Context: an optimization exercise on an open-source flow, tuned for small area. The choices shown serve that exercise and are no tape-out recipe.
Function was not checked in any run shown here: the RTL went through the layout flow alone.

==> flow/design.v <==
`timescale 1ns/1ps
`default_nettype none
module fir_fa (
    input  logic a,
    input  logic b,
    input  logic c,
    output logic s,
    output logic co
);
    assign s  = a ^ b ^ c;
    assign co = (a & b) | (a & c) | (b & c);
endmodule
`default_nettype wire
`timescale 1ns/1ps
`default_nettype none
module fir_ha (
    input  logic a,
    input  logic b,
    output logic s,
    output logic co
);
    assign s  = a ^ b;
    assign co = a & b;
endmodule
`default_nettype wire
`timescale 1ns/1ps
`default_nettype none
module fir_fa1 (
    input  logic a,
    input  logic b,
    output logic s,
    output logic co
);
    assign s  = ~(a ^ b);
    assign co = a | b;
endmodule
`default_nettype wire
`timescale 1ns/1ps
`default_nettype none
module fir_tap_chain (
    input  logic signed [15:0] x0, x2, x3, x4, x5, x6, x8,
    output logic [15:0] y_lo,      
    output logic [12:0] y_h0, y_h1,   
    output logic        y_c        
);
    logic signed [16:0] a, b, c;
    logic [28:0] r0, r1;
    logic a_c1;
    fir_ha u_a_ha0 (.a(x0[0]), .b(x8[0]), .s(a[0]), .co(a_c1));
    logic a_c2;
    fir_fa u_a_fa1 (.a(x0[1]), .b(x8[1]), .c(a_c1), .s(a[1]), .co(a_c2));
    logic a_c3;
    fir_fa u_a_fa2 (.a(x0[2]), .b(x8[2]), .c(a_c2), .s(a[2]), .co(a_c3));
    logic a_c4;
    fir_fa u_a_fa3 (.a(x0[3]), .b(x8[3]), .c(a_c3), .s(a[3]), .co(a_c4));
    logic a_c5;
    fir_ha u_a_ha4 (.a(x0[4]), .b(x8[4]), .s(a[4]), .co(a_c5));
    logic a_c6;
    fir_fa u_a_fa5 (.a(x0[5]), .b(x8[5]), .c(a_c5), .s(a[5]), .co(a_c6));
    logic a_c7;
    fir_fa u_a_fa6 (.a(x0[6]), .b(x8[6]), .c(a_c6), .s(a[6]), .co(a_c7));
    logic a_c8;
    fir_fa u_a_fa7 (.a(x0[7]), .b(x8[7]), .c(a_c7), .s(a[7]), .co(a_c8));
    logic a_c9;
    fir_ha u_a_ha8 (.a(x0[8]), .b(x8[8]), .s(a[8]), .co(a_c9));
    logic a_c10;
    fir_fa u_a_fa9 (.a(x0[9]), .b(x8[9]), .c(a_c9), .s(a[9]), .co(a_c10));
    logic a_c11;
    fir_fa u_a_fa10 (.a(x0[10]), .b(x8[10]), .c(a_c10), .s(a[10]), .co(a_c11));
    logic a_c12;
    fir_fa u_a_fa11 (.a(x0[11]), .b(x8[11]), .c(a_c11), .s(a[11]), .co(a_c12));
    logic a_c13;
    fir_ha u_a_ha12 (.a(x0[12]), .b(x8[12]), .s(a[12]), .co(a_c13));
    logic a_c14;
    fir_fa u_a_fa13 (.a(x0[13]), .b(x8[13]), .c(a_c13), .s(a[13]), .co(a_c14));
    logic a_c15;
    fir_fa u_a_fa14 (.a(x0[14]), .b(x8[14]), .c(a_c14), .s(a[14]), .co(a_c15));
    logic a_c16;
    fir_fa u_a_fa15 (.a(x0[15]), .b(x8[15]), .c(a_c15), .s(a[15]), .co(a_c16));
    assign a[16] = x0[15] ^ x8[15] ^ a_c16;
    logic b_c1;
    fir_ha u_b_ha0 (.a(x2[0]), .b(x6[0]), .s(b[0]), .co(b_c1));
    logic b_c2;
    fir_fa u_b_fa1 (.a(x2[1]), .b(x6[1]), .c(b_c1), .s(b[1]), .co(b_c2));
    logic b_c3;
    fir_fa u_b_fa2 (.a(x2[2]), .b(x6[2]), .c(b_c2), .s(b[2]), .co(b_c3));
    logic b_c4;
    fir_fa u_b_fa3 (.a(x2[3]), .b(x6[3]), .c(b_c3), .s(b[3]), .co(b_c4));
    logic b_c5;
    fir_ha u_b_ha4 (.a(x2[4]), .b(x6[4]), .s(b[4]), .co(b_c5));
    logic b_c6;
    fir_fa u_b_fa5 (.a(x2[5]), .b(x6[5]), .c(b_c5), .s(b[5]), .co(b_c6));
    logic b_c7;
    fir_fa u_b_fa6 (.a(x2[6]), .b(x6[6]), .c(b_c6), .s(b[6]), .co(b_c7));
    logic b_c8;
    fir_fa u_b_fa7 (.a(x2[7]), .b(x6[7]), .c(b_c7), .s(b[7]), .co(b_c8));
    logic b_c9;
    fir_ha u_b_ha8 (.a(x2[8]), .b(x6[8]), .s(b[8]), .co(b_c9));
    logic b_c10;
    fir_fa u_b_fa9 (.a(x2[9]), .b(x6[9]), .c(b_c9), .s(b[9]), .co(b_c10));
    logic b_c11;
    fir_fa u_b_fa10 (.a(x2[10]), .b(x6[10]), .c(b_c10), .s(b[10]), .co(b_c11));
    logic b_c12;
    fir_fa u_b_fa11 (.a(x2[11]), .b(x6[11]), .c(b_c11), .s(b[11]), .co(b_c12));
    logic b_c13;
    fir_ha u_b_ha12 (.a(x2[12]), .b(x6[12]), .s(b[12]), .co(b_c13));
    logic b_c14;
    fir_fa u_b_fa13 (.a(x2[13]), .b(x6[13]), .c(b_c13), .s(b[13]), .co(b_c14));
    logic b_c15;
    fir_fa u_b_fa14 (.a(x2[14]), .b(x6[14]), .c(b_c14), .s(b[14]), .co(b_c15));
    logic b_c16;
    fir_fa u_b_fa15 (.a(x2[15]), .b(x6[15]), .c(b_c15), .s(b[15]), .co(b_c16));
    assign b[16] = x2[15] ^ x6[15] ^ b_c16;
    logic c_c1;
    fir_ha u_c_ha0 (.a(x3[0]), .b(x5[0]), .s(c[0]), .co(c_c1));
    logic c_c2;
    fir_fa u_c_fa1 (.a(x3[1]), .b(x5[1]), .c(c_c1), .s(c[1]), .co(c_c2));
    logic c_c3;
    fir_fa u_c_fa2 (.a(x3[2]), .b(x5[2]), .c(c_c2), .s(c[2]), .co(c_c3));
    logic c_c4;
    fir_fa u_c_fa3 (.a(x3[3]), .b(x5[3]), .c(c_c3), .s(c[3]), .co(c_c4));
    logic c_c5;
    fir_ha u_c_ha4 (.a(x3[4]), .b(x5[4]), .s(c[4]), .co(c_c5));
    logic c_c6;
    fir_fa u_c_fa5 (.a(x3[5]), .b(x5[5]), .c(c_c5), .s(c[5]), .co(c_c6));
    logic c_c7;
    fir_fa u_c_fa6 (.a(x3[6]), .b(x5[6]), .c(c_c6), .s(c[6]), .co(c_c7));
    logic c_c8;
    fir_fa u_c_fa7 (.a(x3[7]), .b(x5[7]), .c(c_c7), .s(c[7]), .co(c_c8));
    logic c_c9;
    fir_ha u_c_ha8 (.a(x3[8]), .b(x5[8]), .s(c[8]), .co(c_c9));
    logic c_c10;
    fir_fa u_c_fa9 (.a(x3[9]), .b(x5[9]), .c(c_c9), .s(c[9]), .co(c_c10));
    logic c_c11;
    fir_fa u_c_fa10 (.a(x3[10]), .b(x5[10]), .c(c_c10), .s(c[10]), .co(c_c11));
    logic c_c12;
    fir_fa u_c_fa11 (.a(x3[11]), .b(x5[11]), .c(c_c11), .s(c[11]), .co(c_c12));
    logic c_c13;
    fir_ha u_c_ha12 (.a(x3[12]), .b(x5[12]), .s(c[12]), .co(c_c13));
    logic c_c14;
    fir_fa u_c_fa13 (.a(x3[13]), .b(x5[13]), .c(c_c13), .s(c[13]), .co(c_c14));
    logic c_c15;
    fir_fa u_c_fa14 (.a(x3[14]), .b(x5[14]), .c(c_c14), .s(c[14]), .co(c_c15));
    logic c_c16;
    fir_fa u_c_fa15 (.a(x3[15]), .b(x5[15]), .c(c_c15), .s(c[15]), .co(c_c16));
    assign c[16] = x3[15] ^ x5[15] ^ c_c16;
    logic hs0, hc0;
    fir_ha u_ha0 (.a(x4[2]), .b(b[4]), .s(hs0), .co(hc0));
    logic fs0, fc0;
    fir_fa1 u_fa0 (.a(x4[0]), .b(x4[3]), .s(fs0), .co(fc0));
    logic fs1, fc1;
    fir_fa u_fa1 (.a(a[4]), .b(a[8]), .c(c[8]), .s(fs1), .co(fc1));
    logic hs1, hc1;
    fir_ha u_ha1 (.a((~b[0])), .b(b[5]), .s(hs1), .co(hc1));
    logic fs2, fc2;
    fir_fa u_fa2 (.a(x4[0]), .b(x4[1]), .c(x4[4]), .s(fs2), .co(fc2));
    logic fs3, fc3;
    fir_fa1 u_fa3 (.a(b[4]), .b(b[8]), .s(fs3), .co(fc3));
    logic fs4, fc4;
    fir_fa u_fa4 (.a(c[0]), .b(a[5]), .c(a[9]), .s(fs4), .co(fc4));
    logic fs5, fc5;
    fir_fa u_fa5 (.a(c[9]), .b(b[6]), .c(b[10]), .s(fs5), .co(fc5));
    logic fs6, fc6;
    fir_fa u_fa6 (.a(x4[1]), .b(x4[2]), .c(x4[5]), .s(fs6), .co(fc6));
    logic fs7, fc7;
    fir_fa u_fa7 (.a(a[8]), .b(c[4]), .c((~c[8])), .s(fs7), .co(fc7));
    logic fs8, fc8;
    fir_fa u_fa8 (.a(b[5]), .b(b[9]), .c(c[1]), .s(fs8), .co(fc8));
    logic fs9, fc9;
    fir_fa u_fa9 (.a(a[6]), .b(a[10]), .c(c[10]), .s(fs9), .co(fc9));
    logic hs2, hc2;
    fir_ha u_ha2 (.a((~b[2])), .b(a_c8), .s(hs2), .co(hc2));
    logic fs10, fc10;
    fir_fa u_fa10 (.a(x4[2]), .b(x4[3]), .c(x4[6]), .s(fs10), .co(fc10));
    logic fs11, fc11;
    fir_fa1 u_fa11 (.a(b[8]), .b(b[12]), .s(fs11), .co(fc11));
    logic fs12, fc12;
    fir_fa u_fa12 (.a(a[9]), .b(c[5]), .c((~c[9])), .s(fs12), .co(fc12));
    logic fs13, fc13;
    fir_fa u_fa13 (.a(b[6]), .b(b[10]), .c(c[2]), .s(fs13), .co(fc13));
    logic fs14, fc14;
    fir_fa u_fa14 (.a(b_c8), .b(b_c12), .c(a[7]), .s(fs14), .co(fc14));
    logic fs15, fc15;
    fir_fa u_fa15 (.a(x4[3]), .b(x4[4]), .c(x4[7]), .s(fs15), .co(fc15));
    logic fs16, fc16;
    fir_fa u_fa16 (.a(a[8]), .b(a[12]), .c(c[12]), .s(fs16), .co(fc16));
    logic fs17, fc17;
    fir_fa u_fa17 (.a((~b[4])), .b(b[9]), .c(b[13]), .s(fs17), .co(fc17));
    logic fs18, fc18;
    fir_fa u_fa18 (.a(a[10]), .b(c[6]), .c((~c[10])), .s(fs18), .co(fc18));
    logic fs19, fc19;
    fir_fa u_fa19 (.a(a_c8), .b(a_c12), .c(c_c12), .s(fs19), .co(fc19));
    logic hs3, hc3;
    fir_ha u_ha3 (.a((~b_c4)), .b(b[7]), .s(hs3), .co(hc3));
    logic fs20, fc20;
    fir_fa u_fa20 (.a(x4[4]), .b(x4[5]), .c(x4[8]), .s(fs20), .co(fc20));
    logic fs21, fc21;
    fir_fa u_fa21 (.a(c[4]), .b(a[9]), .c(a[13]), .s(fs21), .co(fc21));
    logic fs22, fc22;
    fir_fa u_fa22 (.a(c[13]), .b(b[10]), .c(b[14]), .s(fs22), .co(fc22));
    logic fs23, fc23;
    fir_fa u_fa23 (.a(b_c8), .b(b_c12), .c(c_c4), .s(fs23), .co(fc23));
    logic fs24, fc24;
    fir_fa u_fa24 (.a((~b[5])), .b(a[11]), .c(c[7]), .s(fs24), .co(fc24));
    logic fs25, fc25;
    fir_fa u_fa25 (.a(x4[5]), .b(x4[6]), .c(x4[9]), .s(fs25), .co(fc25));
    logic fs26, fc26;
    fir_fa u_fa26 (.a(a[12]), .b(c[8]), .c((~c[12])), .s(fs26), .co(fc26));
    logic fs27, fc27;
    fir_fa u_fa27 (.a(b[9]), .b(b[13]), .c(c[5]), .s(fs27), .co(fc27));
    logic fs28, fc28;
    fir_fa u_fa28 (.a(a[10]), .b(a[14]), .c(c[14]), .s(fs28), .co(fc28));
    logic fs29, fc29;
    fir_fa u_fa29 (.a((~b[6])), .b(a_c12), .c(c_c8), .s(fs29), .co(fc29));
    logic hs4, hc4;
    fir_ha u_ha4 (.a((~c_c12)), .b(b[11]), .s(hs4), .co(hc4));
    logic fs30, fc30;
    fir_fa u_fa30 (.a(x4[6]), .b(x4[7]), .c(x4[10]), .s(fs30), .co(fc30));
    logic fs31, fc31;
    fir_fa u_fa31 (.a(b[12]), .b(a[13]), .c(c[9]), .s(fs31), .co(fc31));
    logic fs32, fc32;
    fir_fa u_fa32 (.a(b[10]), .b(b[14]), .c(c[6]), .s(fs32), .co(fc32));
    logic fs33, fc33;
    fir_fa u_fa33 (.a(b_c12), .b(a[11]), .c(a[15]), .s(fs33), .co(fc33));
    logic hs5, hc5;
    fir_ha u_ha5 (.a((~c[13])), .b((~b[7])), .s(hs5), .co(hc5));
    logic fs34, fc34;
    fir_fa u_fa34 (.a(x4[7]), .b(x4[8]), .c(x4[11]), .s(fs34), .co(fc34));
    logic fs35, fc35;
    fir_fa u_fa35 (.a(a[12]), .b((~b[8])), .c(b[13]), .s(fs35), .co(fc35));
    logic fs36, fc36;
    fir_fa u_fa36 (.a(a[14]), .b(c[10]), .c((~c[14])), .s(fs36), .co(fc36));
    logic fs37, fc37;
    fir_fa u_fa37 (.a(a_c12), .b(b[11]), .c(b[15]), .s(fs37), .co(fc37));
    logic fs38, fc38;
    fir_fa u_fa38 (.a(x4[8]), .b(x4[9]), .c(x4[12]), .s(fs38), .co(fc38));
    logic fs39, fc39;
    fir_fa1 u_fa39 (.a(b[12]), .b(c[8]), .s(fs39), .co(fc39));
    logic fs40, fc40;
    fir_fa u_fa40 (.a(a[13]), .b((~b[9])), .c(b[14]), .s(fs40), .co(fc40));
    logic fs41, fc41;
    fir_fa u_fa41 (.a(x4[9]), .b(x4[10]), .c(x4[13]), .s(fs41), .co(fc41));
    logic hs6, hc6;
    fir_ha u_ha6 (.a(a[0]), .b(a[4]), .s(hs6), .co(hc6));
    logic fs42, fc42;
    fir_fa u_fa42 (.a(x4[0]), .b(b[0]), .c(b[4]), .s(fs42), .co(fc42));
    logic hs7, hc7;
    fir_ha u_ha7 (.a(a[1]), .b(a[5]), .s(hs7), .co(hc7));
    logic fs43, fc43;
    fir_fa u_fa43 (.a((~x4[1])), .b(a[4]), .c(c[0]), .s(fs43), .co(fc43));
    logic fs44, fc44;
    fir_fa u_fa44 (.a((~c[4])), .b(b[1]), .c(b[5]), .s(fs44), .co(fc44));
    logic fs45, fc45;
    fir_fa u_fa45 (.a(a[2]), .b(a[6]), .c(c[6]), .s(fs45), .co(fc45));
    logic fs46, fc46;
    fir_fa u_fa46 (.a(x4[1]), .b(b[8]), .c(hs0), .s(fs46), .co(fc46));
    logic fs47, fc47;
    fir_fa u_fa47 (.a(a[5]), .b(c[1]), .c((~c[5])), .s(fs47), .co(fc47));
    logic fs48, fc48;
    fir_fa u_fa48 (.a(b[2]), .b(b[6]), .c(b_c4), .s(fs48), .co(fc48));
    logic hs8, hc8;
    fir_ha u_ha8 (.a(b_c8), .b(a[3]), .s(hs8), .co(hc8));
    logic fs49, fc49;
    fir_fa u_fa49 (.a(fs0), .b(hc0), .c(b[9]), .s(fs49), .co(fc49));
    logic fs50, fc50;
    fir_fa u_fa50 (.a(fs1), .b(hs1), .c(a[6]), .s(fs50), .co(fc50));
    logic fs51, fc51;
    fir_fa u_fa51 (.a(c[2]), .b(a_c4), .c(a_c8), .s(fs51), .co(fc51));
    logic fs52, fc52;
    fir_fa u_fa52 (.a(c_c8), .b(b[3]), .c(b[7]), .s(fs52), .co(fc52));
    logic fs53, fc53;
    fir_fa u_fa53 (.a(fc0), .b(fs2), .c(fc1), .s(fs53), .co(fc53));
    logic fs54, fc54;
    fir_fa u_fa54 (.a((~b[1])), .b(fs3), .c(hc1), .s(fs54), .co(fc54));
    logic fs55, fc55;
    fir_fa u_fa55 (.a(fs4), .b(b_c4), .c(b_c8), .s(fs55), .co(fc55));
    logic fs56, fc56;
    fir_fa u_fa56 (.a(a[7]), .b(c[3]), .c((~c[7])), .s(fs56), .co(fc56));
    logic fs57, fc57;
    fir_fa u_fa57 (.a(fc2), .b(fs6), .c(fc3), .s(fs57), .co(fc57));
    logic fs58, fc58;
    fir_fa u_fa58 (.a(fs7), .b(fc4), .c(fs8), .s(fs58), .co(fc58));
    logic fs59, fc59;
    fir_fa u_fa59 (.a(c_c4), .b(b[7]), .c(b[11]), .s(fs59), .co(fc59));
    logic fs60, fc60;
    fir_fa u_fa60 (.a(fc5), .b(fs9), .c(hs2), .s(fs60), .co(fc60));
    logic fs61, fc61;
    fir_fa u_fa61 (.a(fc6), .b(fs10), .c(fc7), .s(fs61), .co(fc61));
    logic fs62, fc62;
    fir_fa u_fa62 (.a(fs11), .b(fc8), .c(fs12), .s(fs62), .co(fc62));
    logic fs63, fc63;
    fir_fa u_fa63 (.a(a[11]), .b(c[11]), .c(fc9), .s(fs63), .co(fc63));
    logic fs64, fc64;
    fir_fa u_fa64 (.a((~b[3])), .b(hc2), .c(fs13), .s(fs64), .co(fc64));
    logic fs65, fc65;
    fir_fa u_fa65 (.a(fc10), .b(fs15), .c(fc11), .s(fs65), .co(fc65));
    logic fs66, fc66;
    fir_fa u_fa66 (.a(fs16), .b(fc12), .c(fs17), .s(fs66), .co(fc66));
    logic fs67, fc67;
    fir_fa u_fa67 (.a(b[11]), .b(c[3]), .c(fc13), .s(fs67), .co(fc67));
    logic fs68, fc68;
    fir_fa u_fa68 (.a(fs18), .b(hs3), .c(fs19), .s(fs68), .co(fc68));
    logic fs69, fc69;
    fir_fa u_fa69 (.a(fc15), .b(fs20), .c(fc16), .s(fs69), .co(fc69));
    logic fs70, fc70;
    fir_fa u_fa70 (.a(fs11), .b(fc17), .c(fs21), .s(fs70), .co(fc70));
    logic fs71, fc71;
    fir_fa u_fa71 (.a((~c[11])), .b(fc18), .c(fs22), .s(fs71), .co(fc71));
    logic fs72, fc72;
    fir_fa u_fa72 (.a(hc3), .b(fc19), .c(fs23), .s(fs72), .co(fc72));
    logic fs73, fc73;
    fir_fa u_fa73 (.a(fc20), .b(fs25), .c(fc11), .s(fs73), .co(fc73));
    logic fs74, fc74;
    fir_fa u_fa74 (.a(fs26), .b(fc21), .c(fs27), .s(fs74), .co(fc74));
    logic fs75, fc75;
    fir_fa u_fa75 (.a(b[15]), .b(fc22), .c(fs28), .s(fs75), .co(fc75));
    logic fs76, fc76;
    fir_fa u_fa76 (.a(fc23), .b(hs4), .c(fs29), .s(fs76), .co(fc76));
    logic fs77, fc77;
    fir_fa u_fa77 (.a(fc25), .b(fs30), .c(fc26), .s(fs77), .co(fc77));
    logic fs78, fc78;
    fir_fa u_fa78 (.a(fc27), .b(fs31), .c(c[15]), .s(fs78), .co(fc78));
    logic fs79, fc79;
    fir_fa u_fa79 (.a(fc28), .b(fs32), .c(hc4), .s(fs79), .co(fc79));
    logic fs80, fc80;
    fir_fa u_fa80 (.a(fc29), .b((~b[16])), .c(hs5), .s(fs80), .co(fc80));
    logic fs81, fc81;
    fir_fa u_fa81 (.a(fc30), .b(fs34), .c(fc31), .s(fs81), .co(fc81));
    logic fs82, fc82;
    fir_fa u_fa82 (.a(fs35), .b(c[7]), .c(fc32), .s(fs82), .co(fc82));
    logic fs83, fc83;
    fir_fa u_fa83 (.a(b_c8), .b(a[16]), .c(c[16]), .s(fs83), .co(fc83));
    logic fs84, fc84;
    fir_fa u_fa84 (.a(fs36), .b(hc5), .c(fc33), .s(fs84), .co(fc84));
    logic fs85, fc85;
    fir_fa u_fa85 (.a(fc34), .b(fs38), .c(fs39), .s(fs85), .co(fc85));
    logic fs86, fc86;
    fir_fa u_fa86 (.a(fc35), .b(b_c12), .c(c_c8), .s(fs86), .co(fc86));
    logic fs87, fc87;
    fir_fa u_fa87 (.a(a[15]), .b(c[11]), .c((~c[15])), .s(fs87), .co(fc87));
    logic fs88, fc88;
    fir_fa u_fa88 (.a(fc36), .b(fs40), .c(fc37), .s(fs88), .co(fc88));
    logic fs89, fc89;
    fir_fa u_fa89 (.a(c[12]), .b(fc38), .c(fs41), .s(fs89), .co(fc89));
    logic fs90, fc90;
    fir_fa u_fa90 (.a(fc39), .b(b[13]), .c(c[9]), .s(fs90), .co(fc90));
    logic fs91, fc91;
    fir_fa u_fa91 (.a(a[14]), .b((~b[10])), .c(c_c12), .s(fs91), .co(fc91));
    logic fs92, fc92;
    fir_fa u_fa92 (.a(b[15]), .b(fc40), .c(c[16]), .s(fs92), .co(fc92));
    logic fs93, fc93;
    fir_fa u_fa93 (.a(x4[10]), .b(x4[11]), .c(x4[14]), .s(fs93), .co(fc93));
    logic fs94, fc94;
    fir_fa1 u_fa94 (.a(fc41), .b(c[13]), .s(fs94), .co(fc94));
    logic fs95, fc95;
    fir_fa u_fa95 (.a(b[14]), .b(c[10]), .c(a[15]), .s(fs95), .co(fc95));
    logic fs96, fc96;
    fir_fa1 u_fa96 (.a(x4[11]), .b(x4[12]), .s(fs96), .co(fc96));
    logic fs97, fc97;
    fir_fa u_fa97 (.a(x4[15]), .b(b[12]), .c((~c[14])), .s(fs97), .co(fc97));
    logic fs98, fc98;
    fir_fa u_fa98 (.a(b[0]), .b(b[4]), .c(a[1]), .s(fs98), .co(fc98));
    logic fs99, fc99;
    fir_fa u_fa99 (.a(c[4]), .b(hs6), .c(b[1]), .s(fs99), .co(fc99));
    logic fs100, fc100;
    fir_fa u_fa100 (.a(b[5]), .b(a[2]), .c((~c[2])), .s(fs100), .co(fc100));
    logic fs101, fc101;
    fir_fa u_fa101 (.a(hc6), .b(c[5]), .c(fs42), .s(fs101), .co(fc101));
    logic fs102, fc102;
    fir_fa u_fa102 (.a(hs7), .b(b[2]), .c(b[6]), .s(fs102), .co(fc102));
    logic hs9, hc9;
    fir_ha u_ha9 (.a(b_c4), .b(a[3]), .s(hs9), .co(hc9));
    logic fs103, fc103;
    fir_fa u_fa103 (.a(fc42), .b(fs43), .c(hc7), .s(fs103), .co(fc103));
    logic fs104, fc104;
    fir_fa u_fa104 (.a(fs44), .b(a_c4), .c((~c_c4)), .s(fs104), .co(fc104));
    logic fs105, fc105;
    fir_fa u_fa105 (.a(b[3]), .b(b[7]), .c(fs45), .s(fs105), .co(fc105));
    logic fs106, fc106;
    fir_fa u_fa106 (.a(fc43), .b(fc44), .c(fs46), .s(fs106), .co(fc106));
    logic fs107, fc107;
    fir_fa u_fa107 (.a(fs47), .b(a[7]), .c(c[7]), .s(fs107), .co(fc107));
    logic fs108, fc108;
    fir_fa u_fa108 (.a(fc45), .b(hs8), .c(fs48), .s(fs108), .co(fc108));
    logic fs109, fc109;
    fir_fa u_fa109 (.a(fc46), .b(fc47), .c(fs49), .s(fs109), .co(fc109));
    logic fs110, fc110;
    fir_fa u_fa110 (.a(fs50), .b(hc8), .c(fc48), .s(fs110), .co(fc110));
    logic fs111, fc111;
    fir_fa u_fa111 (.a((~c[6])), .b(fs51), .c(fs52), .s(fs111), .co(fc111));
    logic fs112, fc112;
    fir_fa u_fa112 (.a(fc49), .b(fs53), .c(fs54), .s(fs112), .co(fc112));
    logic fs113, fc113;
    fir_fa u_fa113 (.a(fc50), .b(fs5), .c(fc51), .s(fs113), .co(fc113));
    logic fs114, fc114;
    fir_fa u_fa114 (.a(fs55), .b(fc52), .c(fs56), .s(fs114), .co(fc114));
    logic fs115, fc115;
    fir_fa u_fa115 (.a(fc53), .b(fs57), .c(fc54), .s(fs115), .co(fc115));
    logic fs116, fc116;
    fir_fa u_fa116 (.a((~c_c8)), .b(fc55), .c(fs58), .s(fs116), .co(fc116));
    logic fs117, fc117;
    fir_fa u_fa117 (.a(fc56), .b(fs59), .c(fs60), .s(fs117), .co(fc117));
    logic fs118, fc118;
    fir_fa u_fa118 (.a(fc57), .b(fs61), .c(fc58), .s(fs118), .co(fc118));
    logic fs119, fc119;
    fir_fa u_fa119 (.a(fs62), .b(fc59), .c(fs14), .s(fs119), .co(fc119));
    logic fs120, fc120;
    fir_fa u_fa120 (.a(fs63), .b(fc60), .c(fs64), .s(fs120), .co(fc120));
    logic fs121, fc121;
    fir_fa u_fa121 (.a(fc61), .b(fs65), .c(fc62), .s(fs121), .co(fc121));
    logic fs122, fc122;
    fir_fa u_fa122 (.a(fs66), .b(fc14), .c(fc63), .s(fs122), .co(fc122));
    logic fs123, fc123;
    fir_fa u_fa123 (.a(fs67), .b(fc64), .c(fs68), .s(fs123), .co(fc123));
    logic fs124, fc124;
    fir_fa u_fa124 (.a(fc65), .b(fs69), .c(fc66), .s(fs124), .co(fc124));
    logic fs125, fc125;
    fir_fa u_fa125 (.a(fs70), .b(fc67), .c(fs24), .s(fs125), .co(fc125));
    logic fs126, fc126;
    fir_fa u_fa126 (.a(fs71), .b(fc68), .c(fs72), .s(fs126), .co(fc126));
    logic fs127, fc127;
    fir_fa u_fa127 (.a(fc69), .b(fs73), .c(fc70), .s(fs127), .co(fc127));
    logic fs128, fc128;
    fir_fa u_fa128 (.a(fs74), .b(fc24), .c(fc71), .s(fs128), .co(fc128));
    logic fs129, fc129;
    fir_fa u_fa129 (.a(fs75), .b(fc72), .c(fs76), .s(fs129), .co(fc129));
    logic fs130, fc130;
    fir_fa u_fa130 (.a(fc73), .b(fs77), .c(fc74), .s(fs130), .co(fc130));
    logic fs131, fc131;
    fir_fa u_fa131 (.a(fs33), .b(fs78), .c(fc75), .s(fs131), .co(fc131));
    logic fs132, fc132;
    fir_fa u_fa132 (.a(fs79), .b(fc76), .c(fs80), .s(fs132), .co(fc132));
    logic fs133, fc133;
    fir_fa u_fa133 (.a(fc77), .b(fs81), .c(fc78), .s(fs133), .co(fc133));
    logic fs134, fc134;
    fir_fa u_fa134 (.a(fs37), .b(fs82), .c(fc79), .s(fs134), .co(fc134));
    logic fs135, fc135;
    fir_fa u_fa135 (.a(fc80), .b((~fs83)), .c(fs84), .s(fs135), .co(fc135));
    logic fs136, fc136;
    fir_fa u_fa136 (.a(fs85), .b(fc81), .c(fs86), .s(fs136), .co(fc136));
    logic fs137, fc137;
    fir_fa u_fa137 (.a((~b[16])), .b(fc82), .c(fs87), .s(fs137), .co(fc137));
    logic fs138, fc138;
    fir_fa u_fa138 (.a((~fc83)), .b(fc84), .c(fs88), .s(fs138), .co(fc138));
    logic fs139, fc139;
    fir_fa u_fa139 (.a(fs89), .b(fc85), .c(fs90), .s(fs139), .co(fc139));
    logic fs140, fc140;
    fir_fa u_fa140 (.a(fc86), .b((~a[16])), .c(fs91), .s(fs140), .co(fc140));
    logic fs141, fc141;
    fir_fa u_fa141 (.a(fc87), .b(fc88), .c(fs92), .s(fs141), .co(fc141));
    logic fs142, fc142;
    fir_fa u_fa142 (.a(fs93), .b(fc89), .c(fc90), .s(fs142), .co(fc142));
    logic fs143, fc143;
    fir_fa u_fa143 (.a(fs94), .b((~b[11])), .c(fc91), .s(fs143), .co(fc143));
    logic fs144, fc144;
    fir_fa u_fa144 (.a((~b[16])), .b(fs95), .c(fc92), .s(fs144), .co(fc144));
    logic fs145, fc145;
    fir_fa u_fa145 (.a(fc93), .b(fs96), .c(fc94), .s(fs145), .co(fc145));
    logic fs146, fc146;
    fir_fa u_fa146 (.a((~b_c12)), .b(b[15]), .c(c[11]), .s(fs146), .co(fc146));
    logic fs147, fc147;
    fir_fa u_fa147 (.a(fs97), .b(a[16]), .c((~fc95)), .s(fs147), .co(fc147));
    logic fs148, fc148;
    fir_fa u_fa148 (.a(x4[12]), .b(x4[13]), .c(c[12]), .s(fs148), .co(fc148));
    logic fs149, fc149;
    fir_fa u_fa149 (.a(fc96), .b((~b[13])), .c(c_c12), .s(fs149), .co(fc149));
    logic fs150, fc150;
    fir_fa u_fa150 (.a((~c[15])), .b(fc97), .c(b[16]), .s(fs150), .co(fc150));
    logic fs151, fc151;
    fir_fa1 u_fa151 (.a(x4[13]), .b(x4[14]), .s(fs151), .co(fc151));
    logic hs10, hc10;
    fir_ha u_ha10 (.a(c[13]), .b((~b[14])), .s(hs10), .co(hc10));
    logic hs11, hc11;
    fir_ha u_ha11 (.a(x4[14]), .b((~x4[15])), .s(hs11), .co(hc11));
    logic fs152, fc152;
    fir_fa u_fa152 (.a(a[0]), .b((~c[0])), .c(b[1]), .s(fs152), .co(fc152));
    logic hs12, hc12;
    fir_ha u_ha12 (.a(a[2]), .b(c[2]), .s(hs12), .co(hc12));
    logic fs153, fc153;
    fir_fa u_fa153 (.a((~c[1])), .b(b[2]), .c(fs98), .s(fs153), .co(fc153));
    logic fs154, fc154;
    fir_fa u_fa154 (.a(b_c4), .b(a[3]), .c(c[3]), .s(fs154), .co(fc154));
    logic fs155, fc155;
    fir_fa u_fa155 (.a(fc98), .b(fs99), .c(a_c4), .s(fs155), .co(fc155));
    logic fs156, fc156;
    fir_fa u_fa156 (.a(c_c4), .b(b[3]), .c(fs100), .s(fs156), .co(fc156));
    logic fs157, fc157;
    fir_fa u_fa157 (.a(fc99), .b(fs101), .c((~c[3])), .s(fs157), .co(fc157));
    logic fs158, fc158;
    fir_fa u_fa158 (.a(fc100), .b(fs102), .c(hs9), .s(fs158), .co(fc158));
    logic fs159, fc159;
    fir_fa u_fa159 (.a(fc101), .b(fs103), .c(fc102), .s(fs159), .co(fc159));
    logic fs160, fc160;
    fir_fa u_fa160 (.a(hc9), .b(fs104), .c(fs105), .s(fs160), .co(fc160));
    logic fs161, fc161;
    fir_fa u_fa161 (.a(fc103), .b(fs106), .c(fc104), .s(fs161), .co(fc161));
    logic fs162, fc162;
    fir_fa u_fa162 (.a(fs107), .b(fc105), .c(fs108), .s(fs162), .co(fc162));
    logic fs163, fc163;
    fir_fa u_fa163 (.a(fc106), .b(fs109), .c(fc107), .s(fs163), .co(fc163));
    logic fs164, fc164;
    fir_fa u_fa164 (.a(fs110), .b(fc108), .c(fs111), .s(fs164), .co(fc164));
    logic fs165, fc165;
    fir_fa u_fa165 (.a(fc109), .b(fs112), .c(fc110), .s(fs165), .co(fc165));
    logic fs166, fc166;
    fir_fa u_fa166 (.a(fs113), .b(fc111), .c(fs114), .s(fs166), .co(fc166));
    logic fs167, fc167;
    fir_fa u_fa167 (.a(fs115), .b(fc112), .c(fc113), .s(fs167), .co(fc167));
    logic fs168, fc168;
    fir_fa u_fa168 (.a(fs116), .b(fc114), .c(fs117), .s(fs168), .co(fc168));
    logic fs169, fc169;
    fir_fa u_fa169 (.a(fc115), .b(fs118), .c(fc116), .s(fs169), .co(fc169));
    logic fs170, fc170;
    fir_fa u_fa170 (.a(fs119), .b(fc117), .c(fs120), .s(fs170), .co(fc170));
    logic fs171, fc171;
    fir_fa u_fa171 (.a(fc118), .b(fs121), .c(fs122), .s(fs171), .co(fc171));
    logic fs172, fc172;
    fir_fa u_fa172 (.a(fc119), .b(fc120), .c(fs123), .s(fs172), .co(fc172));
    logic fs173, fc173;
    fir_fa u_fa173 (.a(fc121), .b(fs124), .c(fc122), .s(fs173), .co(fc173));
    logic fs174, fc174;
    fir_fa u_fa174 (.a(fs125), .b(fc123), .c(fs126), .s(fs174), .co(fc174));
    logic fs175, fc175;
    fir_fa u_fa175 (.a(fc124), .b(fs127), .c(fc125), .s(fs175), .co(fc175));
    logic fs176, fc176;
    fir_fa u_fa176 (.a(fs128), .b(fc126), .c(fs129), .s(fs176), .co(fc176));
    logic fs177, fc177;
    fir_fa u_fa177 (.a(fc127), .b(fs130), .c(fc128), .s(fs177), .co(fc177));
    logic fs178, fc178;
    fir_fa u_fa178 (.a(fs131), .b(fc129), .c(fs132), .s(fs178), .co(fc178));
    logic fs179, fc179;
    fir_fa u_fa179 (.a(fc130), .b(fs133), .c(fc131), .s(fs179), .co(fc179));
    logic fs180, fc180;
    fir_fa u_fa180 (.a(fs134), .b(fc132), .c(fs135), .s(fs180), .co(fc180));
    logic fs181, fc181;
    fir_fa u_fa181 (.a(fc133), .b(fs136), .c(fc134), .s(fs181), .co(fc181));
    logic fs182, fc182;
    fir_fa u_fa182 (.a(fs137), .b(fc135), .c(fs138), .s(fs182), .co(fc182));
    logic fs183, fc183;
    fir_fa u_fa183 (.a(fs139), .b(fc136), .c(fs140), .s(fs183), .co(fc183));
    logic fs184, fc184;
    fir_fa u_fa184 (.a(fc137), .b(fc138), .c(fs141), .s(fs184), .co(fc184));
    logic fs185, fc185;
    fir_fa u_fa185 (.a(fs142), .b(fc139), .c(fs143), .s(fs185), .co(fc185));
    logic fs186, fc186;
    fir_fa u_fa186 (.a(fc140), .b(fs144), .c(fc141), .s(fs186), .co(fc186));
    logic fs187, fc187;
    fir_fa u_fa187 (.a(fc142), .b(fs145), .c(fs146), .s(fs187), .co(fc187));
    logic fs188, fc188;
    fir_fa u_fa188 (.a(fc143), .b((~fs147)), .c(fc144), .s(fs188), .co(fc188));
    logic fs189, fc189;
    fir_fa u_fa189 (.a(fs148), .b(fc145), .c(fs149), .s(fs189), .co(fc189));
    logic fs190, fc190;
    fir_fa u_fa190 (.a((~fc146)), .b(fc147), .c(fs150), .s(fs190), .co(fc190));
    logic fs191, fc191;
    fir_fa u_fa191 (.a(fs151), .b(fc148), .c(hs10), .s(fs191), .co(fc191));
    logic fs192, fc192;
    fir_fa u_fa192 (.a((~fc149)), .b(c[16]), .c(fc150), .s(fs192), .co(fc192));
    logic fs193, fc193;
    fir_fa1 u_fa193 (.a(fc151), .b(hs11), .s(fs193), .co(fc193));
    logic fs194, fc194;
    fir_fa u_fa194 (.a(c[14]), .b(hc10), .c((~b[15])), .s(fs194), .co(fc194));
    logic fs195, fc195;
    fir_fa u_fa195 (.a((~x4[15])), .b(hc11), .c(c[15]), .s(fs195), .co(fc195));
    logic fs196, fc196;
    fir_fa u_fa196 (.a((~b[0])), .b(a[1]), .c(c[1]), .s(fs196), .co(fc196));
    logic fs197, fc197;
    fir_fa u_fa197 (.a(b[0]), .b(fs152), .c(hs12), .s(fs197), .co(fc197));
    logic fs198, fc198;
    fir_fa u_fa198 (.a(fc152), .b(hc12), .c(fs153), .s(fs198), .co(fc198));
    logic fs199, fc199;
    fir_fa u_fa199 (.a(fc153), .b(fs155), .c(fc154), .s(fs199), .co(fc199));
    logic fs200, fc200;
    fir_fa u_fa200 (.a(fc155), .b(fs157), .c(fc156), .s(fs200), .co(fc200));
    logic fs201, fc201;
    fir_fa u_fa201 (.a(fc157), .b(fs159), .c(fc158), .s(fs201), .co(fc201));
    logic fs202, fc202;
    fir_fa u_fa202 (.a(fc159), .b(fs161), .c(fc160), .s(fs202), .co(fc202));
    logic fs203, fc203;
    fir_fa u_fa203 (.a(fc161), .b(fs163), .c(fc162), .s(fs203), .co(fc203));
    logic fs204, fc204;
    fir_fa u_fa204 (.a(fc163), .b(fs165), .c(fc164), .s(fs204), .co(fc204));
    logic fs205, fc205;
    fir_fa u_fa205 (.a(fc165), .b(fs167), .c(fc166), .s(fs205), .co(fc205));
    logic fs206, fc206;
    fir_fa u_fa206 (.a(fc167), .b(fs169), .c(fc168), .s(fs206), .co(fc206));
    logic fs207, fc207;
    fir_fa u_fa207 (.a(fc169), .b(fs171), .c(fc170), .s(fs207), .co(fc207));
    logic fs208, fc208;
    fir_fa u_fa208 (.a(fs173), .b(fc171), .c(fc172), .s(fs208), .co(fc208));
    logic fs209, fc209;
    fir_fa u_fa209 (.a(fc173), .b(fs175), .c(fc174), .s(fs209), .co(fc209));
    logic fs210, fc210;
    fir_fa u_fa210 (.a(fc175), .b(fs177), .c(fc176), .s(fs210), .co(fc210));
    logic fs211, fc211;
    fir_fa u_fa211 (.a(fc177), .b(fs179), .c(fc178), .s(fs211), .co(fc211));
    logic fs212, fc212;
    fir_fa u_fa212 (.a(fc179), .b(fs181), .c(fc180), .s(fs212), .co(fc212));
    logic fs213, fc213;
    fir_fa u_fa213 (.a(fc181), .b(fs183), .c(fc182), .s(fs213), .co(fc213));
    logic fs214, fc214;
    fir_fa u_fa214 (.a(fs185), .b(fc183), .c(fs186), .s(fs214), .co(fc214));
    logic fs215, fc215;
    fir_fa u_fa215 (.a(fs187), .b(fc185), .c(fs188), .s(fs215), .co(fc215));
    logic fs216, fc216;
    fir_fa u_fa216 (.a(fs189), .b(fc187), .c((~fs190)), .s(fs216), .co(fc216));
    logic fs217, fc217;
    fir_fa u_fa217 (.a(fs191), .b(fc189), .c((~fs192)), .s(fs217), .co(fc217));
    logic fs218, fc218;
    fir_fa u_fa218 (.a(fs193), .b(fc191), .c(fs194), .s(fs218), .co(fc218));
    logic fs219, fc219;
    fir_fa u_fa219 (.a(fc193), .b(b[16]), .c(fc194), .s(fs219), .co(fc219));
    logic hs13, hc13;
    fir_ha u_ha13 (.a(c[0]), .b((~a[0])), .s(hs13), .co(hc13));
    logic fs220, fc220;
    fir_fa u_fa220 (.a(a[0]), .b(b[2]), .c(fs196), .s(fs220), .co(fc220));
    logic fs221, fc221;
    fir_fa u_fa221 (.a(fc196), .b(b[3]), .c(fs197), .s(fs221), .co(fc221));
    logic fs222, fc222;
    fir_fa u_fa222 (.a(fc197), .b(fs154), .c(fs198), .s(fs222), .co(fc222));
    logic fs223, fc223;
    fir_fa u_fa223 (.a(fc198), .b(fs156), .c(fs199), .s(fs223), .co(fc223));
    logic fs224, fc224;
    fir_fa u_fa224 (.a(fc199), .b(fs158), .c(fs200), .s(fs224), .co(fc224));
    logic fs225, fc225;
    fir_fa u_fa225 (.a(fc200), .b(fs160), .c(fs201), .s(fs225), .co(fc225));
    logic fs226, fc226;
    fir_fa u_fa226 (.a(fc201), .b(fs162), .c(fs202), .s(fs226), .co(fc226));
    logic fs227, fc227;
    fir_fa u_fa227 (.a(fc202), .b(fs164), .c(fs203), .s(fs227), .co(fc227));
    logic fs228, fc228;
    fir_fa u_fa228 (.a(fs166), .b(fc203), .c(fs204), .s(fs228), .co(fc228));
    logic fs229, fc229;
    fir_fa u_fa229 (.a(fs168), .b(fc204), .c(fs205), .s(fs229), .co(fc229));
    logic fs230, fc230;
    fir_fa u_fa230 (.a(fs170), .b(fc205), .c(fs206), .s(fs230), .co(fc230));
    logic fs231, fc231;
    fir_fa u_fa231 (.a(fs172), .b(fc206), .c(fs207), .s(fs231), .co(fc231));
    logic fs232, fc232;
    fir_fa u_fa232 (.a(fs174), .b(fc207), .c(fs208), .s(fs232), .co(fc232));
    logic fs233, fc233;
    fir_fa u_fa233 (.a(fs176), .b(fc208), .c(fs209), .s(fs233), .co(fc233));
    logic fs234, fc234;
    fir_fa u_fa234 (.a(fs178), .b(fc209), .c(fs210), .s(fs234), .co(fc234));
    logic fs235, fc235;
    fir_fa u_fa235 (.a(fs180), .b(fc210), .c(fs211), .s(fs235), .co(fc235));
    logic fs236, fc236;
    fir_fa u_fa236 (.a(fs182), .b(fc211), .c(fs212), .s(fs236), .co(fc236));
    logic fs237, fc237;
    fir_fa u_fa237 (.a(fs184), .b(fc212), .c(fs213), .s(fs237), .co(fc237));
    logic fs238, fc238;
    fir_fa u_fa238 (.a(fc184), .b(fc213), .c(fs214), .s(fs238), .co(fc238));
    logic fs239, fc239;
    fir_fa u_fa239 (.a(fc186), .b(fs215), .c(fc214), .s(fs239), .co(fc239));
    logic fs240, fc240;
    fir_fa u_fa240 (.a(fc188), .b(fs216), .c(fc215), .s(fs240), .co(fc240));
    logic fs241, fc241;
    fir_fa u_fa241 (.a((~fc190)), .b(fs217), .c(fc216), .s(fs241), .co(fc241));
    logic fs242, fc242;
    fir_fa u_fa242 (.a(fs218), .b((~fc192)), .c(fc217), .s(fs242), .co(fc242));
    logic fs243, fc243;
    fir_fa u_fa243 (.a(fs195), .b(fs219), .c(fc218), .s(fs243), .co(fc243));
    logic fs244, fc244;
    fir_fa u_fa244 (.a(fc195), .b(c[16]), .c(fc219), .s(fs244), .co(fc244));
    assign r0 = {1'b1, ~c[16], fs244, fs243, fs242, fs241, fs240, fs239, fs238, fs237, fs236, fs235, fs234, fs233, fs232, fs231, fs230, fs229, fs228, fs227, fs226, fs225, fs224, fs223, fs222, fs221, fs220, b[1], b[0]};
    assign r1 = {1'b0, fc244, fc243, fc242, fc241, fc240, fc239, fc238, fc237, fc236, fc235, fc234, fc233, fc232, fc231, fc230, fc229, fc228, fc227, fc226, fc225, fc224, fc223, fc222, fc221, fc220, hc13, hs13, 1'b0};
    assign {y_c, y_lo} = 17'(r0[15:0]) + 17'(r1[15:0]);
    assign y_h0 = r0[28:16];
    assign y_h1 = r1[28:16];
endmodule
`default_nettype wire
`timescale 1ns/1ps
`default_nettype none
module fir_fold_line #(
    parameter int              LINE_LEN = 16,
    parameter logic [15:0]     INV_MASK = 16'hE3FF
) (
    input  logic                       clk,
    input  logic                       step,
    input  logic                       warm8,
    input  logic signed [15:0]         head,
    output logic [LINE_LEN*16-1:0]     line
);
    logic [15:0] line_q [LINE_LEN];
    always_ff @(posedge clk) begin
        if (step) begin
            line_q[0] <= INV_MASK[0] ? ~head : head;
            for (int i = 1; i < LINE_LEN; i++) begin
                if (i == 8 && !warm8)
                    line_q[i] <= INV_MASK[i] ? 16'hFFFF : 16'h0000;
                else if (INV_MASK[i] != INV_MASK[i-1])
                    line_q[i] <= ~line_q[i-1];
                else
                    line_q[i] <= line_q[i-1];
            end
        end
    end
    for (genvar i = 0; i < LINE_LEN; i++) begin : g_out
        assign line[i*16 +: 16] = line_q[i];
    end
endmodule
`default_nettype wire
`timescale 1ns/1ps
`default_nettype none
module fir_flush_ctrl (
    input  logic clk,
    input  logic rst,
    input  logic in_valid,
    input  logic in_last,
    output logic step,
    output logic flushing,
    output logic warm8,        
    output logic out_valid,
    output logic out_last
);
    logic [3:0] flush_cnt;     
    logic [3:0] warm_cnt;      
    logic       flush_end_q;   
    assign step  = in_valid | flushing;
    assign warm8 = warm_cnt[3];
    always_ff @(posedge clk) begin
        if (rst) begin
            flushing  <= 1'b0;
            flush_cnt <= '0;
        end else if (flushing) begin
            flush_cnt <= flush_cnt + 1'b1;
            if (&flush_cnt) flushing <= 1'b0;
        end else if (in_valid && in_last) begin
            flushing <= 1'b1;
        end
    end
    always_ff @(posedge clk) begin
        if (rst) begin
            warm_cnt <= '0;
        end else if (step && !(warm_cnt[3] && warm_cnt[0])) begin
            warm_cnt <= warm_cnt + 1'b1;
        end
    end
    assign out_valid = step & warm_cnt[3] & warm_cnt[0];
    always_ff @(posedge clk) begin
        if (rst) begin
            flush_end_q <= 1'b0;
            out_last    <= 1'b0;
        end else begin
            flush_end_q <= flushing & (&flush_cnt);
            out_last    <= flush_end_q;
        end
    end
endmodule
`default_nettype wire
`timescale 1ns/1ps
`default_nettype none
module fir_sym_filter (
    input  logic               clk,
    input  logic               rst,
    input  logic               in_valid,
    input  logic               in_last,
    input  logic signed [15:0] in_sample,
    output logic               out_valid,
    output logic               out_last,
    output logic signed [31:0] out_sample
);
    logic               step;
    logic               flushing;
    logic               warm8;
    logic signed [15:0] head;
    logic [255:0]       line;
    logic [15:0]      y_lo, y_lo_q;       
    logic [12:0]      y_h0, y_h1;         
    logic [12:0]      y_h0_q, y_h1_q;
    logic               y_c, y_c_q;         
    logic [28:0]        y_sum;
    fir_flush_ctrl u_ctrl (
        .clk       (clk),
        .rst       (rst),
        .in_valid  (in_valid),
        .in_last   (in_last),
        .step      (step),
        .flushing  (flushing),
        .warm8     (warm8),
        .out_valid (out_valid),
        .out_last  (out_last)
    );
    assign head = (in_valid && !flushing) ? in_sample : '0;
    fir_fold_line #(.LINE_LEN(16)) u_line (
        .clk   (clk),
        .step  (step),
        .warm8 (warm8),
        .head  (head),
        .line  (line)
    );
    fir_tap_chain u_sum (
        .x0 (line[7*16  +: 16]),
        .x2 (line[9*16  +: 16]),
        .x3 (line[10*16 +: 16]),
        .x4 (line[11*16 +: 16]),
        .x5 (line[12*16 +: 16]),
        .x6 (line[13*16 +: 16]),
        .x8 (line[15*16 +: 16]),
        .y_lo (y_lo),
        .y_h0 (y_h0),
        .y_h1 (y_h1),
        .y_c  (y_c)
    );
    always_ff @(posedge clk) begin
        if (step) begin
            y_lo_q <= y_lo;
            y_h0_q <= y_h0;
            y_h1_q <= y_h1;
            y_c_q  <= y_c;
        end
    end
    assign y_sum      = {y_h0_q + y_h1_q + 13'(y_c_q), y_lo_q};
    assign out_sample = {{3{y_sum[28]}}, y_sum};
endmodule
`default_nettype wire
==> flow/flow/run.sh <==
#!/bin/bash
# The standard layout (standard.sh), with two changes made through
# ORFS's own variables:
#  - the port buffers are the smallest buffer, sky130_fd_sc_hd__buf_1
#    (every input and output port still gets one);
#  - clock tree synthesis inserts no dummy loads, and uses clkbuf_4/clkbuf_8
#    with clusters of up to 20 sinks within 60 um.
# Each tool's full output stays in ORFS's log folder; standard.sh's own
# output goes to standard.log.
export BUFFER_PORTS_ARGS="-buffer_cell sky130_fd_sc_hd__buf_1"
export CTS_ARGS="-sink_clustering_enable -repair_clock_nets -dont_use_dummy_load -buf_list {sky130_fd_sc_hd__clkbuf_4 sky130_fd_sc_hd__clkbuf_8} -sink_clustering_size 20 -sink_clustering_max_diameter 60"
bash standard.sh > standard.log 2>&1
status=$?
cp standard.sh standard_sh_copy.log 2>/dev/null
exit $status
==> flow/standard.sh <==
#!/bin/bash
# synth_recipe.tcl (not shown) runs the flow's synth.tcl, then flattens the netlist and writes it again
# the make line also repeats each setting of config.mk as NAME=value (left out here)
make -C /OpenROAD-flow-scripts/flow DESIGN_CONFIG=/design/flow/config.mk WORK_HOME=/design/flow/orfs CLKGATE_MAP_FILE= SYNTH_SCRIPT=/design/flow/synth_recipe.tcl "${@:-finish}"
==> flow/config.mk <==
export PLATFORM = sky130hd
export DESIGN_NAME = fir_sym_filter
export DESIGN_NICKNAME = fir_sym_filter
export VERILOG_FILES = /design/flow/design.v
export SDC_FILE = /design/flow/constraint.sdc
export NUM_CORES = 4
export LEC_CHECK = 0
export CAP_MARGIN = 20
export CORE_MARGIN = 2
export CORE_UTILIZATION = 40
export CTS_BUF_LIST = sky130_fd_sc_hd__clkbuf_4 sky130_fd_sc_hd__clkbuf_8
export CTS_CLUSTER_DIAMETER = 60
export CTS_CLUSTER_SIZE = 20
export SLEW_MARGIN = 20
export SYNTH_HIERARCHICAL = 1
export SYNTH_MINIMUM_KEEP_SIZE = 0
==> flow/constraint.sdc <==
create_clock -name core_clock -period 6.5 [get_ports {clk}]
set_input_delay 1.3000 -clock core_clock [delete_from_list [all_inputs] [get_ports {clk}]]
set_output_delay 1.3000 -clock core_clock [all_outputs]
set_load 0.01 [all_outputs]
==> results.env, run 1 <==
ROOT_BUFFER='clkbuf_8'
PLACE.DETAILED.HPWL_MICRONS=22060
YOSYS-MUX-AREA-FRACTION=0.001142
DRT-WIRELENGTH-PER-CELL_MICRONS=17.46
HOLD-PATH-ENDPOINT='u_line.line_q[5][14]$_DFFE_PP_'
TIMING.CRITICAL_PATH.ARRIVAL_NS=6.40
STATUS='finished clean'
GRT_FIRST_PASS_WIRELENGTH_MICRONS=45730
SETUP_VIOL=0
YS_SEQ_ELEMENTS=310
COUNT_OF_CELLS_ALONG_THE_WORST_HOLD_PATH=0
WORST-SLEW-PIN-TRANSITION_NS=1.052
CTSHTREEMAXLEVEL=1
CLOCK_SINKS=310
DRT_WL_TOTAL_MICRONS=28720
SYNTH.MOST_COMMON_CELL='edfxtp_1'
SYNTHXORXNORAREAFRAC=0.01599
SETUP_TNS_NS=0
POSTROUTEANTENNANETS=0
SYNTH-SIMPLE-AREA-SHARE=0.02876
SETUP_REPAIR_AFTER_GLOBAL_ROUTING_MISSED_ITS_MARGIN='no'
YS_ASYNC_SR_FRACTION=0
CLOCK_SLEW_AT_REPORTED_PATH_FFS_NS=0.12
FINCLKSKEW_NS=0.08312
CORE-AREA_SQ_UM=43170
TOTAL_NUMBER_OF_VIAS=7601
IO_BUFFER_COUNT=53
R2R.WORST_PATH.CELLS=16
SYNTH.CELLS.MOST_FREQUENT='299 x edfxtp_1, 276 x fa_1, 139 x inv_1'
NETS=1420
FLOORPLAN.ROWS=76
GRT_ANTENNA_BEFORE_REPAIR=0
POSTCTSHOLDBUFS=0
ROUTABILITYCONGESTION=0.8248
YOSYSUNIQUECELLTYPES=51
CRIT_PATH_END_KIND='register'
SYNTHCELLS=1005
MIN-DELAY-PATH-CLASS='register to register'
SYN_AREA_PER_CELL_SQ_UM=17.45
WORSTPATHREQUIRED_NS=6.81
SYNTH_TOP_FAMILY_BY_AREA='adder cells'
SYNTH.LARGEST_AREA_CELL='edfxtp_1'
TIMING.HOLD.WORST.START='u_line.line_q[4][14]$_DFFE_PP_'
TRITONCTS.NUM_BUFFERS=28
FIRST_GLOBAL_VIAS=8461
SYN-CELL-AREA_SQ_UM=17530
MAX-SLEW-MARGIN-REL=0.2985
YOSYS.AREA.TOP_TYPE_SHARE=0.5121
POST_CTS_BUFFERS=0
GRT_START_MAX_NET_PINS=85
POST_SYNTH_EDFFS=299
FP.DIEH_MICRONS=213.4
DRT-VIAS-PER-INSTANCE=4.621
FIRST_ITER_VIOLATIONS=400
CATEGORY_OF_THE_WORST_SETUP_PATH_LAUNCH_POINT='register'
SYNTH_WARNINGS=10
POST_CTS.RESIZED_INSTANCES=0
HOLD_VIOL_FINAL=0
REG2REG_TO='y_lo_q[15]$_DFFE_PP_'
GRT_OVERFLOW_TOTAL=0
GRT.TOTAL_USAGE=0.1333
SYNTHTOLAYOUTAREAGROWTH_PCT=6.422
MAX_CAP_VIOLATIONS=0
TRITONCTS='done'
PERIOD_UTILIZATION=0.9376
FMAX_MHz=164.1
DETAIL_ROUTE.FIRST_PASS.ITERATIONS=4
SYNTH_COMPOUND_GATE_AREA_SHARE=0.02548
RR_STARTPOINT='u_line.line_q[9][4]$_DFFE_PP_'
YOSYS.AREA_SHARE.ADDER=0.3594
IO_PINS=54
START_UTIL=0.4061
POST-ROUTE-DRC-COUNT=0
CLOCK_LATENCY_NS=0.64
YOSYS_MOST_USED_DFF='edfxtp_1'
FINAL_CRITICAL_PERIOD_NS=6.094
TIMING.SETUP.CRITICAL_PATH_CLASS='register to register'
NET_COUNT_OF_THE_MAPPED_NETLIST=1363
MAXSLEWVIOLCOUNT=0
RRSETUPSLACK_NS=0.41
CTS_BUFFER_DEPTH=3
CHIPWIDTH_MICRONS=213.4
ANTENNA_CELLS=0
DRIVE_ABOVE_1_SHARE=0.04811
CRIT_FANOUT=5
SEQUENTIAL_ELEMENT_SHARE_OF_THE_SYNTHESIZED_AREA=0.5247
DESIGN.DIE.AREA_SQ_UM=45520
MAIN_AREA_CONTRIBUTORS_AFTER_SYNTHESIS='edfxtp_1 51%, fa_1 32%, ha_1 4.4%'
[kinds of logic after synthesis]
logic type	count (synthesis)
adder cells (fa/ha/maj)	338
flip-flops	310
buffers and inverters	173
AND/OR/NAND/NOR	88
AO/OA/AOI/OAI	60
XOR/XNOR	32
other	2
multiplexers	2
[registers in the layout, summed over array words and instances, names as in the netlist]
name / cells
u_line.line_q: 256
y_lo_q: 16
y_h0_q: 13
y_h1_q: 13
u_ctrl.flush_cnt: 4
u_ctrl.warm_cnt: 4
u_ctrl.flush_end_q: 1
u_ctrl.flushing: 1
u_ctrl.out_last: 1
y_c_q: 1
[how the worst max path moves through the flow]
stage	depth (start not counted)	end	startpoint
final	16	y_lo_q[15]$_DFFE_PP_	u_line.line_q[9][4]$_DFFE_PP_
after global placement	16	y_lo_q[15]$_DFFE_PP_	u_line.line_q[9][4]$_DFFE_PP_
after global routing	16	y_lo_q[15]$_DFFE_PP_	u_line.line_q[9][4]$_DFFE_PP_
after CTS	16	y_lo_q[15]$_DFFE_PP_	u_line.line_q[9][4]$_DFFE_PP_
after floorplan	16	y_lo_q[15]$_DFFE_PP_	u_line.line_q[9][0]$_DFFE_PP_
after detailed placement	16	y_lo_q[15]$_DFFE_PP_	u_line.line_q[9][4]$_DFFE_PP_
[per-layer routing]
metal | up-vias | global-route usage | part of all wire
met3 | 34 | 0.02387 | 0.039
met4 | 0 | 0.02754 | 0.018
met2 | 91 | 0.2262 | 0.49
met1 | 4051 | 0.1816 | 0.46
met5 | - | 0 | 0
li1 | 3425 | - | -
[Yosys stat by module, one instance, submodules excluded, excerpt]
module          copies in the design  flip-flops and latches
fir_ha                            26                       0
fir_flush_ctrl                     1                      11
fir_fa                           273                       0
fir_fa1                            8                       0
fir_tap_chain                      1                       0
fir_sym_filter                     1                      43
[layout by cell type, fill, tap and decap left out, drive strengths merged, types with 2 or more instances in the layout]
master	n
o21a	2
and3	5
or2b	5
xnor2	22
conb	2
a31o	2
and2	19
edfxtp	299
a21o	10
a211oi	5
dfxtp	11
nand2b	15
buf	61
nor3	4
nor2	19
a21oi	21
a221oi	2
o21ai	8
xor2	10
clkbuf	28
or2	2
nor2b	4
fa	276
mux2i	2
nand2	8
ha	62
nand3	3
inv	139
[worst max-delay path, stage by stage (launching register included)]
cell	delay (ns)
edfxtp_1	0.41
ha_1	0.22
fa_1	0.39
fa_1	0.41
fa_1	0.70
fa_1	0.50
fa_1	0.47
fa_1	0.40
fa_1	0.51
fa_1	0.41
ha_1	0.33
a21oi_1	0.15
o21ai_0	0.11
and2_1	0.18
a31o_1	0.21
a221oi_2	0.30
xnor2_1	0.09
[per-stage QoR]
| stage | cells | utilization | instance area, sq um | setup WS, ns | hold WS, ns |
|---|---|---|---|---|---|
| 3_3_place_gp | 1617 | 0.4233 | 18270 | 0.5465 | 0.4005 |
| 4_1_cts | 1645 | 0.4322 | 18660 | 0.4160 | 0.3606 |
| 5_1_grt | 1645 | 0.4322 | 18660 | 0.1363 | 0.3669 |
| 3_5_place_dp | 1617 | 0.4233 | 18270 | 0.5064 | 0.4045 |
| 6_report | 1645 | 0.4322 | 18660 | 0.4055 | 0.3626 |
| 2_1_floorplan | 1005 | - | 17530 | 0.7828 | 0.4003 |
[area by class of cell]
cell class                      count  area [sq um]
Inverter                          139         521.8
Tap cell                          585         732.0
Clock buffer                       28         385.4
Timing Repair Buffer               61         259.0
Fill cell                        3929         24510
Sequential cell                   310          9199
Multi-Input combinational cell    522          7562
==> run 2: changes to the inputs <==
==> flow/flow/run.sh (replaced) <==
#!/bin/bash
# The standard layout (standard.sh), with two changes made through
# ORFS's own variables:
#  - the port buffers are the smallest buffer, sky130_fd_sc_hd__buf_1
#    (every input and output port still gets one);
#  - clock tree synthesis inserts no dummy loads, and uses clkbuf_8/clkbuf_16
#    with clusters of up to 36 sinks within 80 um.
# Each tool's full output stays in ORFS's log folder; standard.sh's own
# output goes to standard.log.
export BUFFER_PORTS_ARGS="-buffer_cell sky130_fd_sc_hd__buf_1"
export CTS_ARGS="-sink_clustering_enable -repair_clock_nets -dont_use_dummy_load -buf_list {sky130_fd_sc_hd__clkbuf_8 sky130_fd_sc_hd__clkbuf_16} -sink_clustering_size 36 -sink_clustering_max_diameter 80"
bash standard.sh > standard.log 2>&1
status=$?
cp standard.sh standard_sh_copy.log 2>/dev/null
exit $status
==> run 2 against run 1 <==
Net effect: first-iteration DRC count grew 7.2%; maximum frequency shrank 0.33%; still clean.
==> results.env, run 2 <==
STATUS='finished clean'
TIMING.CRITICAL_PATH.SLOWEST_STAGE_CELL='fa_1'
POST_ROUTE_SETUP_SLACK_NS=0.3854
SYNTH.MOST_COMMON_CELL='edfxtp_1'
REGISTERS_WITH_THE_MOST_FLIP_FLOPS='u_line.line_q x256, y_lo_q x16'
SEQUENTIAL_ELEMENT_SHARE_OF_THE_SYNTHESIZED_AREA=0.5247
IO_BUFFER_COUNT=53
DR_WL_MET3_MICRONS=998
CLOCK_SINKS=310
CRIT_PATH_END_KIND='register'
LAYOUT_COMMON_CELLS='299 x edfxtp_1, 276 x fa_1, 139 x inv_1'
R2R.WORST_PATH.CELLS=16
GRT_ANTENNA_BEFORE_REPAIR=0
WORST-SLEW-PIN-TRANSITION_NS=1.038
ANTENNA_CELLS=0
FLOORPLAN.ROWS=76
WORSTPATHREQUIRED_NS=6.72
TIMING.SETUP.CRITICAL_PATH_CLASS='register to register'
MAX_FLOP_REGISTER='u_line.line_q'
TRITONCTS='done'
POST_CTS.RESIZED_INSTANCES=0
TRITONCTS.NUM_BUFFERS=20
GRT_START_MAX_NET_PINS=85
SYN-CELL-AREA_SQ_UM=17530
FP.DIEH_MICRONS=213.4
CPMOSTUSEDCELL='fa_1'
YOSYS_MOST_USED_DFF='edfxtp_1'
TIMING.HOLD.WS_NS=0.3952
GRT.TOTAL_USAGE=0.1326
ROUTABILITYCONGESTION=0.8248
DESIGN.DIE.AREA_SQ_UM=45520
FIRST_ITER_VIOLATIONS=429
CLOCK_SLEW_AT_REPORTED_PATH_FFS_NS=0.11
CLOCK_LATENCY_NS=0.55
FINCLKSKEW_NS=0.06933
SYNTH.LARGEST_AREA_CELL='edfxtp_1'
SYNTHTOLAYOUTAREAGROWTH_PCT=7.079
RRSETUPSLACK_NS=0.39
COUNT_OF_CELLS_ALONG_THE_WORST_HOLD_PATH=0
SYNTH_TOP_FAMILY_BY_AREA='adder cells'
NUMPLACEDINSTANCES=1617
SYNTH_WARNINGS=10
NETS=1412
POSTCTSHOLDBUFS=0
DETAIL_ROUTE.FIRST_PASS.ITERATIONS=4
CP_SLOWEST_STAGE_DELAY_NS=0.71
MIN-DELAY-PATH-CLASS='register to register'
TOP_LAYER_USED='met4'
TIMING.CRITICAL_PATH.ARRIVAL_NS=6.34
GRT_FIRST_PASS_WIRELENGTH_MICRONS=45620
TIMING.HOLD.WORST.START='u_line.line_q[1][13]$_DFFE_PP_'
YS_ASYNC_SR_FRACTION=0
SYNTH_COMPOUND_GATE_AREA_SHARE=0.02548
POSTROUTEANTENNANETS=0
POST-ROUTE-DRC-COUNT=0
RR_STARTPOINT='u_line.line_q[9][4]$_DFFE_PP_'
MET2WIRELENGTH_MICRONS=13910
FINAL_CRITICAL_PERIOD_NS=6.115
LAYOUT.CELLS.MOST_COMMON='edfxtp_1'
FMAX_MHz=163.5
YOSYS-MUX-AREA-FRACTION=0.001142
M1WIRELENGTH_MICRONS=13120
SYNTHXORXNORAREAFRAC=0.01599
SETUP_REPAIR_AFTER_GLOBAL_ROUTING_MISSED_ITS_MARGIN='no'
YOSYS.AREA_SHARE.ADDER=0.3594
HOLD-PATH-ENDPOINT='u_line.line_q[2][13]$_DFFE_PP_'
PERIOD_UTILIZATION=0.9407
CHIPWIDTH_MICRONS=213.4
SEQ_AREA_SQ_UM=9199
REG2REG_TO='y_lo_q[15]$_DFFE_PP_'
SYNTH-SIMPLE-AREA-SHARE=0.02876
PRE_CTS_SETUP_SLACK_NS=0.5064
DRIVE_ABOVE_1_SHARE=0.04087
CORE-AREA_SQ_UM=43170
TOTAL_NUMBER_OF_VIAS=7602
MULTI_INPUT_AREA_SQ_UM=7562
NUMBER_OF_FLIP_FLOPS_IN_THE_LARGEST_REGISTER=256
CTSHTREEMAXLEVEL=1
START_UTIL=0.4061
FINAL_UTIL=0.4349
SYN_AREA_PER_CELL_SQ_UM=17.45
YOSYS.AREA.TOP_TYPE_SHARE=0.5121
MAXSLEWVIOLCOUNT=0
MAX-SLEW-MARGIN-REL=0.3082
IO_PINS=54
CTS_BUFFER_DEPTH=3
SETUP_TNS_NS=0
NON_FILLER_INSTANCES=1637
GRT_OVERFLOW_TOTAL=0
YS_SEQ_ELEMENTS=310
HOLD_VIOL_FINAL=0
POST_SYNTH_EDFFS=299
MAX_CAP_VIOLATIONS=0
CATEGORY_OF_THE_WORST_SETUP_PATH_LAUNCH_POINT='register'
CRIT_FANOUT=5
PLACE.DETAILED.HPWL_MICRONS=22060
FIRST_GLOBAL_VIAS=8403
POST_CTS_BUFFERS=0
NET_COUNT_OF_THE_MAPPED_NETLIST=1363
DRT_WL_TOTAL_MICRONS=28520
CRITICAL_PATH.CELL_CHAIN='ha_1 > fa_1 > fa_1 > fa_1 > fa_1 > fa_1 > fa_1 > fa_1 > fa_1 > ha_1 > a21oi_1 > o21ai_0 > and2_1 > a31o_1 > a221oi_2 > xnor2_1'
FILLERINSTANCES=3909
YOSYSUNIQUECELLTYPES=51
MAIN_AREA_CONTRIBUTORS_AFTER_SYNTHESIS='edfxtp_1 51%, fa_1 32%, ha_1 4.4%'
SYNTHCELLS=1005
SETUP_VIOL=0
ROOT_BUFFER='clkbuf_16'
DRT-WIRELENGTH-PER-CELL_MICRONS=17.42
DRT-VIAS-PER-INSTANCE=4.644
SYNTH.CELLS.MOST_FREQUENT='299 x edfxtp_1, 276 x fa_1, 139 x inv_1'
run 2: changes by cell type in the layout (fill, tap and decap cells not counted), sizes merged:
cell and change:
clkbuf -8
run 2: per-module statistics from Yosys (local to each module, per instance), excerpt:
module | cell area [sq um] | copies in the design
fir_fa1 | 27.53 | 8
fir_sym_filter | 1979 | 1
fir_flush_ctrl | 459.2 | 1
fir_tap_chain | 1105 | 1
fir_fa | 20.02 | 273
fir_ha | 12.51 | 26
run 2: cells by family after synthesis:
group	after synthesis
adders and majority gates	338
DFF	310
buffers and inverters	173
and+or+nand+nor	88
AOI/OAI and AO/OA	60
xor gates and xnor gates	32
other	2
muxes	2
run 2: worst max path at each step:
stage	cells after the start	slack [ns]	startpoint	end
4_1_cts	16	0.39	u_line.line_q[9][4]$_DFFE_PP_	y_lo_q[15]$_DFFE_PP_
3_5_place_dp	16	0.51	u_line.line_q[9][4]$_DFFE_PP_	y_lo_q[15]$_DFFE_PP_
3_3_place_gp	16	0.55	u_line.line_q[9][4]$_DFFE_PP_	y_lo_q[15]$_DFFE_PP_
2_1_floorplan	16	0.78	u_line.line_q[9][0]$_DFFE_PP_	y_lo_q[15]$_DFFE_PP_
5_1_grt	16	0.11	u_line.line_q[9][4]$_DFFE_PP_	y_lo_q[15]$_DFFE_PP_
6_report	16	0.39	u_line.line_q[9][4]$_DFFE_PP_	y_lo_q[15]$_DFFE_PP_
run 2: cell type report:
type / instances / share of cell area
multi-input cells: 522 / 0.4028
well taps: 585 / 0.03899
inverters: 139 / 0.02779
repair buffers: 61 / 0.01380
clock buffers: 20 / 0.02666
flip-flops and latches: 310 / 0.4900
run 2: per-layer routing:
metal | vias to the layer above | GRT usage
met5 | - | 0
met4 | 0 | 0.02658
met3 | 30 | 0.02241
met2 | 80 | 0.2255
met1 | 4077 | 0.1815
li1 | 3415 | -
run 2: metrics by stage:
stage	instance area, sq um
2_1_floorplan	17530
3_3_place_gp	18270
3_5_place_dp	18270
4_1_cts	18770
5_1_grt	18770
6_report	18770
run 2: critical path: cells and delay by family (launching register included):
family,cells,cell delay [ns]
xor gates and xnor gates,1,0.09
adders and majority gates,10,4.35
and+or+nand+nor,1,0.18
AOI/OAI and AO/OA,4,0.77
DFF,1,0.41

[port drivers added, routing unchanged]
No port has a modelled driver above. Below, the same layouts with a new extraction and two added sets of constraints. Step 1 (the two cells are an assumption about what drives the block):
set clk [get_ports {clk}]
set_driving_cell -lib_cell sky130_fd_sc_hd__clkbuf_16 $clk
set_driving_cell -lib_cell sky130_fd_sc_hd__buf_2 [delete_from_list [all_inputs] $clk]
Step 2 adds t to the input delays and takes it off the output delays; t is the mean of the earliest and latest rising clock arrival at the registers after step 1. Input paths then give back, and output paths get back, about the clock's delay inside the block. a / b / c = no drivers / after step 1 / after step 2; a / b = the first two.
run | t, ns | setup slack, ns | slew at the worst register clock pin (ns)
run 1 | 0.635 | 0.406 / 0.406 / 0.406 | 0.12 / 0.12
run 2 | 0.564 | 0.385 / 0.385 / 0.385 | 0.11 / 0.11
After both steps setup and hold are still met in every run listed.
